From an optimization exercise on the open Yosys and OpenROAD flow, aimed at small area; shortcuts taken in it are not production practice. Only simulation tests tie the RTL to the original design; equivalence was not proved. Power figures rest on the tool's default switching activity, not on a simulated workload.

v12:
## fast_detector
module fast_detector #(
    parameter int IMG_WIDTH  = 32,
    parameter int IMG_HEIGHT = 24,
    parameter int EDGE       = 4,
    parameter int THRESHOLD  = 20
) (
    input  logic   i_clk,
    input  logic   i_rst_n,
    input  logic   i_valid,
    input  logic   i_start,
    input  logic [7:0]  i_pixel,
    output logic   o_ready,
    output logic   o_start,
    output logic   o_end,
    output logic   o_point_valid,
    output logic [28:0] o_point
);
For scale: ~1500 flip-flops, roughly 45 I/O pins.
==> flow/config.mk <==
export PLATFORM = sky130hd
export DESIGN_NAME = fast_detector
export DESIGN_NICKNAME = fast_detector
export VERILOG_FILES = /design/flow/design.v
export SDC_FILE = /design/flow/constraint.sdc
export NUM_CORES = 4
export LEC_CHECK = 0
export CAP_MARGIN = 20
export CORE_MARGIN = 2
export CORE_UTILIZATION = 70
export PLACE_DENSITY = 0.8
export SLEW_MARGIN = 20
==> flow/constraint.sdc <==
create_clock -name core_clock -period 20.0 [get_ports {i_clk}]
set_input_delay 4.0000 -clock core_clock [delete_from_list [all_inputs] [get_ports {i_clk}]]
set_output_delay 4.0000 -clock core_clock [all_outputs]
set_load 0.01 [all_outputs]
standard.sh (not shown) runs the stock make flow with config.mk's settings and CLKGATE_MAP_FILE= SYNTH_SCRIPT=/design/flow/synth_recipe.tcl, a recipe that flattens the netlist after the stock synthesis.
==> flow/flow/run.sh <==
#!/bin/bash
# Own flow: the standard layout (standard.sh, all ORFS steps and settings
# unchanged) with changes to the synthesis's mapping only:
#  - Yosys's synth runs with -noabc, so the explicit full adder equations of
#    the RTL reach extract_fa as written (no pre-mapping abc -fast pass that
#    inverts them);
#  - extract_fa extracts full adders only, leaving half adders to abc;
set -euo pipefail
W=$PWD
F=$W/flow
sed -e 's/extract_fa {\*}\[dont_use_extract_fa_args\]/extract_fa -fa/' \
    -e "s#  log_cmd abc {\*}\$abc_args#  log_cmd abc {*}[lreplace \$abc_args 1 1 $F/abc_area_relaxed.script]#" \
    "$FLOW_HOME/scripts/synth.tcl" > "$W/own_synth_core.tcl"
grep -q 'extract_fa -fa' "$W/own_synth_core.tcl"
grep -q 'abc_area_relaxed.script' "$W/own_synth_core.tcl"
{
    echo 'proc synth {args} { yosys synth -nofsm -noshare -noabc {*}$args }'
    echo "source $W/own_synth_core.tcl"
    tail -n +3 "$W/synth_recipe.tcl"
} > "$W/own_synth.tcl"
sed "s#SYNTH_SCRIPT=[^ ]*#SYNTH_SCRIPT=$W/own_synth.tcl#" "$W/standard.sh" > "$W/own_standard.sh"
grep -q "SYNTH_SCRIPT=$W/own_synth.tcl" "$W/own_standard.sh"
export CTS_ARGS="-sink_clustering_enable -repair_clock_nets -sink_clustering_size 28 -sink_clustering_max_diameter 90 -buf_list sky130_fd_sc_hd__clkbuf_16 -dont_use_dummy_load"
export BUFFER_PORTS_ARGS="-buffer_cell sky130_fd_sc_hd__buf_1"
bash "$W/own_standard.sh" finish > "$W/own_flow_make.log" 2>&1
==> flow/flow/abc_area_relaxed.script <==
&get -n
&st
&dch
&nf
&st
&syn2
&if -g -K 6
&synch2
&nf
&st
&syn2
&if -g -K 6
&synch2
&nf
&st
&dch -f
&nf -a
&st
&dch -f
&nf -p -R 100
&put
topo
stime -c
v12 reached the final stage; the timing, DRC and antenna checks on its layout passed.
## Diff of input files: v56 against v12
Settings: PLACE_DENSITY now 0.85, was 0.8; CORE_UTILIZATION now 65, was 70.
==> comparison <==
- Summary — critical path depth, v56 relative to v12: lower, by about 5%.
- Cell with the largest stage delay on the worst path = sky130_fd_sc_hd__fa_1: v12; cell with the largest stage delay on the worst path = sky130_fd_sc_hd__o31ai_1: v56
- Between v12 and v56, the sequential fraction of total cell area figures differ only marginally.
- Compared with v12, in v56 relative contribution of combinational cells to total power flat; clock edge transition at the registers on the reported setup and hold paths was more or less identical; fraction of power spent switching nets moved down; fraction of area in multi-input gates comparable; setup slack of the critical path after layout now sits higher.
- Between v56 and v12, the endpoint required time on the critical path is lower for v56.
- The final layout from v56, which completed every stage, passed the timing, DRC and antenna checks at the end of the flow.
Changes in v47 relative to v56:
Settings: CTS_BUF_LIST: unset -> sky130_fd_sc_hd__clkbuf_16; CTS_CLUSTER_DIAMETER: unset -> 90; CTS_CLUSTER_SIZE: unset -> 28.
Results
- From v47 to v56, area of the mapped netlist did not move at all.
- v56 and v47 ended up with roughly the same number of hold violations in the final report.
- Comparing v56 against v47, there is no change at all in clock buffer count.
- From v56 to v47 the numbers moved as follows: worst reg-to-reg setup slack barely changed, non-clock buffer count barely changed, adder and majority cell fraction of the synthesized area barely changed, worst max-slew margin expressed relative to the limit barely changed, post-cts resize count barely changed.
- v47 -> v56: synthesized cell count delta 0, exact match
- v47 and v56 ended up with nearly the same clock edge transition at the registers on the reported setup and hold paths.
- Reported for v47 and v56, portion of the clock cycle consumed by the worst path in the final layout turned out identical to the last digit.
- v47 did not stop at any stage, and its layout met the timing, DRC and antenna checks.
diff inputs: v47 => v50
Settings: CTS_CLUSTER_SIZE no longer set, was 28; CTS_BUF_LIST no longer set, was sky130_fd_sc_hd__clkbuf_16; GPL_ROUTABILITY_DRIVEN now 0, previously not set; GPL_TIMING_DRIVEN now 0, previously not set; PLACE_DENSITY now 0.75, was 0.85; CTS_CLUSTER_DIAMETER no longer set, was 90.
## What came out
v50 reached the end of the flow, and the finished layout is clean on the timing, DRC and antenna checks.
Worst hold slack delta (v50 − v47): favourable
Comparing v47 and v50, the higher final worst-path cycle share was measured on v50.
Reported for v47 and v50, synthesized area turned out identical to the last digit.
Cell type of the slowest stage on the worst timing path: sky130_fd_sc_hd__o31ai_1 -> v47, sky130_fd_sc_hd__o21ai_0 -> v50
Taking v47 as the reference, in v50 maximum fanout encountered on the critical timing path moved down; global-route usage shows a reduction of 8.7 points; starting DRC count in detailed routing lower.
v50: final critical path time including I/O delays and setup is 300 ps higher than what v47 reported.
Against v47, v50 reports a sequential fraction of total cell area that is lower.
Comparing v47 and v50, area growth from synthesis to layout is lower on v47.
Changes in v4 relative to v50:
Settings: clearing GPL_TIMING_DRIVEN, which used to be 0; putting CTS_CLUSTER_SIZE at 25 where nothing was set; putting CTS_BUF_LIST at sky130_fd_sc_hd__clkbuf_16 where nothing was set; putting CTS_CLUSTER_DIAMETER at 80 where nothing was set; clearing GPL_ROUTABILITY_DRIVEN, which used to be 0.
-- flow/flow/run.sh --
<<< v50, line 21
sed "s#SYNTH_SCRIPT=[^ ]*#SYNTH_SCRIPT=$W/own_synth.tcl#" "$W/standard.sh" > "$W/own_standard.sh"
grep -q "SYNTH_SCRIPT=$W/own_synth.tcl" "$W/own_standard.sh"
export CTS_ARGS="-sink_clustering_enable -repair_clock_nets -sink_clustering_size 28 -sink_clustering_max_diameter 90 -buf_list sky130_fd_sc_hd__clkbuf_16 -dont_use_dummy_load"
export BUFFER_PORTS_ARGS="-buffer_cell sky130_fd_sc_hd__buf_1"
bash "$W/own_standard.sh" finish > "$W/own_flow_make.log" 2>&1
>>> v4, line 21
sed "s#SYNTH_SCRIPT=[^ ]*#SYNTH_SCRIPT=$W/own_synth.tcl#" "$W/standard.sh" > "$W/own_standard.sh"
grep -q "SYNTH_SCRIPT=$W/own_synth.tcl" "$W/own_standard.sh"
export CTS_ARGS="-sink_clustering_enable -repair_clock_nets -sink_clustering_size 25 -sink_clustering_max_diameter 80 -buf_list sky130_fd_sc_hd__clkbuf_16 -dont_use_dummy_load"
export BUFFER_PORTS_ARGS="-buffer_cell sky130_fd_sc_hd__buf_1"
bash "$W/own_standard.sh" finish > "$W/own_flow_make.log" 2>&1
## What came out
v4 closes out successfully: all stages finished, all timing, DRC and antenna checks passed.
Of v4 and v50, v50 shows the higher hold slack, with v4 below it.
Multi-input gate share of the layout cell area: v50 vs v4, no meaningful difference
The final reports for v4 and v50 show worst setup slack higher in the former.
From v50 to v4 the numbers moved as follows: proportion of power drawn by the clock network shows an increase of 2.4 points; share of the clock period used by the worst path after layout saw a decrease; post-layout utilization of the core now sits lower; count of H-tree levels built during CTS higher.

## separate check: timing with driven ports
The flow's constraints put no driver on any port. The routed layouts listed below were extracted and timed again, unchanged, in two steps. Step 1 sets driving cells, clkbuf_16 on the clock port and buf_2 on the other inputs (assumed; they add their load-dependent delay and slew). Step 2 also shifts input and output timing later by t, the mid clock arrival at the registers, as if the neighbouring blocks saw the same clock. Three values: ideal, step 1, step 2; two values: the first two.
| run | shift t [ns] | setup WS [ns] | hold WS [ns] | worst setup path after step 2 | worst register clock-pin slew, ns |
|---|---|---|---|---|---|
| v12 | 0.748 | 5.449 / 5.449 / 5.449 | 0.364 / 0.364 / 0.364 | register to register | 0.12 / 0.12 |
| v56 | 0.714 | 5.952 / 5.952 / 5.952 | 0.367 / 0.367 / 0.367 | register to register | 0.11 / 0.11 |
| v47 | 0.714 | 5.952 / 5.952 / 5.952 | 0.367 / 0.367 / 0.367 | register to register | 0.11 / 0.11 |
| v50 | 0.709 | 5.655 / 5.655 / 5.655 | 0.385 / 0.385 / 0.385 | register to register | 0.11 / 0.11 |
| v4 | 0.697 | 6.984 / 6.984 / 6.984 | 0.359 / 0.359 / 0.359 | register to register | 0.11 / 0.11 |
After both steps every run listed still meets setup and hold.
